Context: an optimization exercise on an open-source flow, tuned for small area and a short achievable clock period. The choices shown serve that exercise and are no tape-out recipe. Only simulation tests tie the RTL to the original design; equivalence was not proved. Power and IR drop assume default switching activity.

## v30
// alu_pipeline_top
module alu_pipeline_top (
    input  logic               i_clk,
    input  logic               i_rst,
    input  logic               i_instr_vld,
    input  cpu_pkg::word_t     i_instr,
    output logic               o_wb_vld,
    output cpu_pkg::reg_addr_t o_wb_rd,
    output cpu_pkg::word_t     o_wb_data
);
Size: roughly 1300 flip-flops, ~73 I/O pins, about 0.054 mm2 of cells after synthesis.
==> flow/config.mk <==
export PLATFORM = sky130hd
export DESIGN_NAME = alu_pipeline_top
export DESIGN_NICKNAME = alu_pipeline_top
export VERILOG_FILES = /design/flow/design.v
export SDC_FILE = /design/flow/constraint.sdc
export NUM_CORES = 4
export LEC_CHECK = 0
export CAP_MARGIN = 70
export CORE_MARGIN = 2
export CORE_UTILIZATION = 55
export CTS_BUF_LIST = sky130_fd_sc_hd__clkbuf_16
export CTS_CLUSTER_DIAMETER = 80
export CTS_CLUSTER_SIZE = 24
export SETUP_SLACK_MARGIN = 2.8
export SLEW_MARGIN = 70
==> flow/constraint.sdc <==
create_clock -name core_clock -period 6.0 [get_ports {i_clk}]
set_input_delay 1.2000 -clock core_clock [delete_from_list [all_inputs] [get_ports {i_clk}]]
set_output_delay 1.2000 -clock core_clock [all_outputs]
set_load 0.01 [all_outputs]
run.sh (not shown) runs the stock make flow with config.mk's settings and CLKGATE_MAP_FILE= SYNTH_SCRIPT=/design/flow/synth_recipe.tcl, a recipe that flattens the netlist after the stock synthesis.
v30 closes out successfully: all stages finished, all timing, DRC and antenna checks passed.
Here is what was changed in the inputs of v36 compared with v30.
Settings: CORE_UTILIZATION now 60, was 55; SLEW_MARGIN now 50, was 70; CAP_MARGIN now 50, was 70.
### Flow results
As far as proportion of power drawn by combinational gates is concerned, v30 and v36 perform about the same. [v36 vs v30] met3 track demand over resource in global routing: higher in v36. Summary of v36 over v30: met1 wire length decreased about 7%; TritonCTS buffer count went down; floorplan die area now smaller. o_wb_data[31] as the end point of the critical path was reported by v30, and u_decode.o_ex_b[24] by v36. Number of non-filler instances in the completed layout: v36 vs v30 down 256. Delta (v36 minus v30): half-perimeter wire length after placement shows a reduction of about 10%; number of design rule violations left after detail routing shows no meaningful change.

* * *

alu_pipeline_top, a different RTL version from the one above (not shown whole).
Size: roughly 54000 um2 of cells after synthesis.
Settings: LEC_CHECK=0, CAP_MARGIN=20, CORE_MARGIN=2, CORE_UTILIZATION=55, CTS_BUF_LIST=sky130_fd_sc_hd__clkbuf_16, CTS_CLUSTER_DIAMETER=80, CTS_CLUSTER_SIZE=24, SETUP_SLACK_MARGIN=2.8, SLEW_MARGIN=20; clock period 6.0 ns.
standard.sh (not shown) runs the stock make flow with config.mk's settings and CLKGATE_MAP_FILE= SYNTH_SCRIPT=/design/flow/synth_recipe.tcl, a recipe that flattens the netlist after the stock synthesis.
==> flow/flow/run.sh <==
#!/bin/bash
# The standard layout, except that the input and output ports are
# buffered with buf_2 cells instead of the delay buffers buffer_ports picks
# by default. The whole make run's output goes to standard.log.
set -euo pipefail
export BUFFER_PORTS_ARGS="-buffer_cell sky130_fd_sc_hd__buf_2"
bash standard.sh > standard.log 2>&1
The starting point produced a clean layout.
Edit:
==> flow/run.sh (new file) <==
#!/bin/bash
# synth_recipe.tcl (not shown) runs the flow's synth.tcl, then flattens the netlist and writes it again
# the make line also repeats each setting of config.mk as NAME=value (left out here)
make -C /OpenROAD-flow-scripts/flow DESIGN_CONFIG=/design/flow/config.mk WORK_HOME=/design/flow/orfs CLKGATE_MAP_FILE= SYNTH_SCRIPT=/design/flow/synth_recipe.tcl finish
CAP_MARGIN = 50   (was 20)
SETUP_SLACK_MARGIN = 3.0   (was 2.8)
SLEW_MARGIN = 50   (was 20)
removed: flow/flow/run.sh
removed: flow/standard.sh
=>
- The new run passed the timing, design-rule and antenna checks
- via count rises by 0.68%
- setup slack is better by 0.25 ns
- maximum frequency rises by 7.9%
- final cell count rises by 1.4%
- total power hardly moves
- clock-buffer cell count stays the same
- global-route usage hardly moves
- utilization rises by 2.1 points
- final area rises by 3.3%
- die area stays the same
Edit:
SETUP_SLACK_MARGIN = 2.8   (was 3.0)
The new run ran to the end with no violations.
Synthesized cell count does not change.
Combinational power goes down by 7.2%.
Area after synthesis is unchanged.
Clock skew decreases by 0.027 ns.
Edit:
CAP_MARGIN = 20   (was 50)
SLEW_MARGIN = 20   (was 50)
Effect:
- final area came out lower slightly
- core utilization falls by 0.60 points
- area after synthesis is unchanged
- total power went down slightly
- die area stays the same
- first-iteration DRC count decreases slightly
- via count rose slightly
- worst setup slack got worse by 0.13 ns
- sequential share of layout area climbs by 0.52 points
- hold slack stays flat

re-timing with driven ports:
The flow's constraints put no driver on any port. The routed layouts listed below were extracted and timed again, unchanged, in two steps. Step 1 sets driving cells, clkbuf_16 on the clock port and buf_2 on the other inputs (assumed; they add their load-dependent delay and slew). Step 2 adds t to the input delays and takes it off the output delays; t is the mean of the earliest and latest rising clock arrival at the registers after step 1. Input paths then give back, and output paths get back, about the clock's delay inside the block. Three values: no drivers, after step 1, after step 2; two values: the first two.
run	t, ns	setup WS [ns]	worst setup path at the end
v30	0.763	2.791 / 2.714 / 2.823	register to register
v36	0.783	2.687 / 2.686 / 2.686	register to register
the first run of note 2	0.819	2.538 / 2.538 / 2.538	register to register
the second run of note 2	0.822	2.791 / 2.791 / 2.791	register to register
the third run of note 2	0.762	2.783 / 2.751 / 2.783	register to register
the fourth run of note 2	0.759	2.656 / 2.656 / 2.656	register to register
After both steps setup and hold are still met in every run listed. For v36, which loses most, drivers alone change the setup slack by -0.001 ns; drivers and shift together by -0.001 ns.
